Background: an optimization exercise with open tools, aiming at small area, a short achievable clock period and few clock cycles. Do not read the settings as production practice.
Only simulation tests tie the RTL to the original design; equivalence was not proved.
Power is estimated from default activity; no workload was simulated.

Design mips_mc_core, start of the top module:
module mips_mc_core #(
  parameter logic [31:0] RESET_PC = 32'h0000_3000,
  parameter int          ADDR_W   = 12
) (
  input  logic              clk,
  input  logic              reset,
  output logic              mem_req,
  output logic              mem_we,
  output logic [ADDR_W-1:0] mem_addr,
  output logic [31:0]       mem_wdata,
  input  logic [31:0]       mem_rdata,
  input  logic              mem_ack,
  output logic [31:0]       pc_o,
  output logic              retire,
  output logic              illegal
);
  localparam int AW = ADDR_W - 2;   
  logic [31:0]   pc_reg, ir_reg, a_reg, b_reg, wdata_reg;
  logic          xv_reg, retire_reg, illegal_reg;
  logic [AW-1:0] addr_reg, fa_reg;
  logic          req_reg, we_reg, kill_reg, fa_req;
  logic          m_valid, m_lw;
  logic [4:0]    m_wa;
  logic       c_sub, c_sum, c_and, c_or, c_slt, c_sll, c_link, c_ars, c_brt;
  logic       c_we, c_lw, c_sw, c_br, c_bne, c_jr, c_jmp, c_legal;
  logic [4:0] c_wa;
  logic [4:0]  x_rs, x_rt, shamt;
  logic [15:0] imm;
  assign x_rs  = ir_reg[25:21];
  assign x_rt  = ir_reg[20:16];
  assign shamt = ir_reg[10:6];
  assign imm   = ir_reg[15:0];
  logic [31:0] sum, alu_res, pc_plus4;
  logic        lt;
  assign sum      = a_reg + b_reg + {31'b0, c_sub};
  assign lt       = (a_reg[31] == b_reg[31]) ? a_reg[31] : sum[31];
  assign pc_plus4 = {pc_reg[31:2] + 30'd1, pc_reg[1:0]};
  always_comb begin
    alu_res = '0;
    if (c_sum)  alu_res = alu_res | sum;
    if (c_and)  alu_res = alu_res | (a_reg & b_reg);
    if (c_or)   alu_res = alu_res | (a_reg | b_reg);
    if (c_slt)  alu_res = alu_res | {31'b0, lt};
    if (c_sll)  alu_res = alu_res | (b_reg << shamt);
    if (c_link) alu_res = alu_res | pc_plus4;
  end
  logic        eq, taken;
  logic [30:0] br_sum;
  logic [31:0] br_target, target, npc;
  assign eq        = (a_reg == b_reg);
  assign taken     = c_jmp | c_jr | (c_br & (eq ^ c_bne));
  assign br_sum    = {pc_reg[31:2], 1'b1} + {{14{imm[15]}}, imm, 1'b1};
  assign br_target = {br_sum[30:1], pc_reg[1:0]};
  always_comb begin
    if (c_jr)       target = a_reg;
    else if (c_jmp) target = {pc_plus4[31:28], ir_reg[25:0], 2'b00};
    else            target = br_target;
  end
  ...
clock: 8.0 ns
lec_check: 0
cap_margin: 20
cell_pad_in_sites_detail_placement: 1
cell_pad_in_sites_global_placement: 2
core_margin: 2
core_utilization: 40
cts_cluster_diameter: 60
cts_cluster_size: 22
gpl_routability_driven: 1
setup_slack_margin: 4.0
slew_margin: 20
run.sh (not shown) runs the stock make flow with config.mk's settings and CLKGATE_MAP_FILE= SYNTH_SCRIPT=/design/flow/synth_recipe.tcl, a recipe that flattens the netlist after the stock synthesis.
Testbench counts at the start, summed over its fixed seeds: cycles 10,011.
==> next run, changes <==
--- a/flow/design.v
+++ b/flow/design.v
@@ -86,25 +86,34 @@
   logic [4:0]  x_rs, x_rt, shamt;
   logic [15:0] imm;
   assign x_rs  = ir_reg[25:21];
   assign x_rt  = ir_reg[20:16];
   assign shamt = ir_reg[10:6];
   assign imm   = ir_reg[15:0];
+  logic [32:0] sum33;
   logic [31:0] sum, alu_res, pc_plus4;
-  logic        lt;
-  assign sum      = a_reg + b_reg + {31'b0, c_sub};
+  logic        lt, s_sum, s_and, s_or, s_slt, s_sll, s_link;
+  assign sum33    = {a_reg, 1'b1} + {b_reg, c_sub};
+  assign sum      = sum33[32:1];
   assign lt       = (a_reg[31] == b_reg[31]) ? a_reg[31] : sum[31];
   assign pc_plus4 = {pc_reg[31:2] + 30'd1, pc_reg[1:0]};
+  assign s_sum    = c_sum  & ~m_valid;
+  assign s_and    = c_and  & ~m_valid;
+  assign s_or     = c_or   & ~m_valid;
+  assign s_slt    = c_slt  & ~m_valid;
+  assign s_sll    = c_sll  & ~m_valid;
+  assign s_link   = c_link & ~m_valid;
   always_comb begin
     alu_res = '0;
-    if (c_sum)  alu_res = alu_res | sum;
-    if (c_and)  alu_res = alu_res | (a_reg & b_reg);
-    if (c_or)   alu_res = alu_res | (a_reg | b_reg);
-    if (c_slt)  alu_res = alu_res | {31'b0, lt};
-    if (c_sll)  alu_res = alu_res | (b_reg << shamt);
-    if (c_link) alu_res = alu_res | pc_plus4;
+    if (s_sum)   alu_res = alu_res | sum;
+    if (s_and)   alu_res = alu_res | (a_reg & b_reg);
+    if (s_or)    alu_res = alu_res | (a_reg | b_reg);
+    if (s_slt)   alu_res = alu_res | {31'b0, lt};
+    if (s_sll)   alu_res = alu_res | (b_reg << shamt);
+    if (s_link)  alu_res = alu_res | pc_plus4;
+    if (m_valid) alu_res = alu_res | mem_rdata;
   end
   logic        eq, taken;
   logic [30:0] br_sum;
   logic [31:0] br_target, target, npc;
   assign eq        = (a_reg == b_reg);
   assign taken     = c_jmp | c_jr | (c_br & (eq ^ c_bne));
@@ -130,13 +139,13 @@
   assign x_we       = x_act & c_we;
   logic [31:0] rf_rd1, rf_rd2, rf_wd;
   logic        rf_we;
   logic [4:0]  rf_wa;
   assign rf_we = x_we | (m_done & m_lw);
   assign rf_wa = m_valid ? m_wa : c_wa;
-  assign rf_wd = m_valid ? mem_rdata : alu_res;
+  assign rf_wd = alu_res;
   logic [5:0]  f_op, f_fn;
   logic [4:0]  f_rs, f_rt, f_rd;
   logic [15:0] f_imm;
   assign f_op  = mem_rdata[31:26];
   assign f_rs  = mem_rdata[25:21];
   assign f_rt  = mem_rdata[20:16];
@@ -178,23 +187,27 @@
   assign f_legal  = f_sll | f_jr | f_addu | f_subu | f_and | f_or | f_slt |
                     f_j | f_jal | f_beq | f_bne | f_addiu | f_ori | f_lui | f_lw | f_sw;
   assign f_alu    = f_sll | f_addu | f_subu | f_and | f_or | f_slt | f_addiu | f_ori | f_lui;
   assign f_imm_op = f_addiu | f_ori | f_lui;
   assign f_sub    = f_subu | f_slt;
   assign f_wa     = f_rtype ? f_rd : (f_jal ? 5'd31 : f_rt);
-  logic        byp_a, byp_b;
+  logic        byp_a, byp_b, o_imm, o_lui, o_ori, o_sub;
   logic [31:0] f_ext, a_next, b_next;
+  assign o_imm = (f_op[5:3] == 3'b001);
+  assign o_lui = f_op[1];
+  assign o_ori = f_op[2] & ~f_op[1];
+  assign o_sub = f_rtype & f_fn[1];
   always_comb begin
-    if (f_lui)      f_ext = {f_imm, 16'h0000};
-    else if (f_ori) f_ext = {16'h0000, f_imm};
+    if (o_lui)      f_ext = {f_imm, 16'h0000};
+    else if (o_ori) f_ext = {16'h0000, f_imm};
     else            f_ext = {{16{f_imm[15]}}, f_imm};
   end
   assign byp_a  = x_we && (c_wa == f_rs);
   assign byp_b  = x_we && (c_wa == f_rt);
-  assign a_next = f_lui ? 32'h0 : (byp_a ? alu_res : rf_rd1);
-  assign b_next = (f_imm_op ? f_ext : (byp_b ? alu_res : rf_rd2)) ^ {32{f_sub}};
+  assign a_next = (o_imm & o_lui) ? 32'h0 : (byp_a ? alu_res : rf_rd1);
+  assign b_next = o_imm ? f_ext : ((byp_b ? alu_res : rf_rd2) ^ {32{o_sub}});
   logic          f_stale;
   logic [AW-1:0] f_seq, f_next;
   logic [AW:0]   f_br_sum;
   assign f_seq    = addr_reg + AW'(1);
   assign f_br_sum = {addr_reg, 1'b1} + {f_imm[AW-1:0], 1'b1};
   assign f_stale  = f_jr & (byp_a | (xv_reg & c_lw & (c_wa == f_rs)));
What happened: Total power went up slightly; worst setup slack barely changes; first-iteration DRC count decreases by roughly a tenth; non-clock buffer count stays the same; sequential share of layout area goes down by 0.20 points; hold slack improves by 0.015 ns; global-route usage rises by 1.7 points; clock power decreases by a few percent; routed wire length increases by a few percent.
Testbench counts after the change, summed over its fixed seeds: cycles 10,011.

[static timing again, ports no longer ideal]
In the flow no input, the clock included, has a driving cell. The finished layouts below were timed again as built, in two steps. Step 1, drivers: a clkbuf_16 drives clk and a buf_2 each remaining input, both assumed. Step 2 moves the port delays by t, midway between the first and last clock arrival at a register: inputs arrive t later, outputs are due t later. That takes back most of the time a late clock gives input paths. a / b / c = ideal ports / drivers / drivers and shift; a / b = the first two.
run | t (ns) | setup slack, ns | worst hold slack (ns) | latest minus earliest clock arrival (ns) | slew at the worst register clock pin (ns)
the first run | 0.846 | 3.883 / 3.933 / 3.088 | 0.465 / 0.465 / 0.465 | 0.076 / 0.075 | 0.09 / 0.09
the second run | 0.859 | 3.882 / 3.882 / 3.132 | 0.481 / 0.481 / 0.481 | 0.081 / 0.081 | 0.09 / 0.09
After both steps setup and hold are still met in every run listed. The setup slack of the first run, which loses most, moves by +0.050 ns with the drivers and by -0.795 ns with both steps.
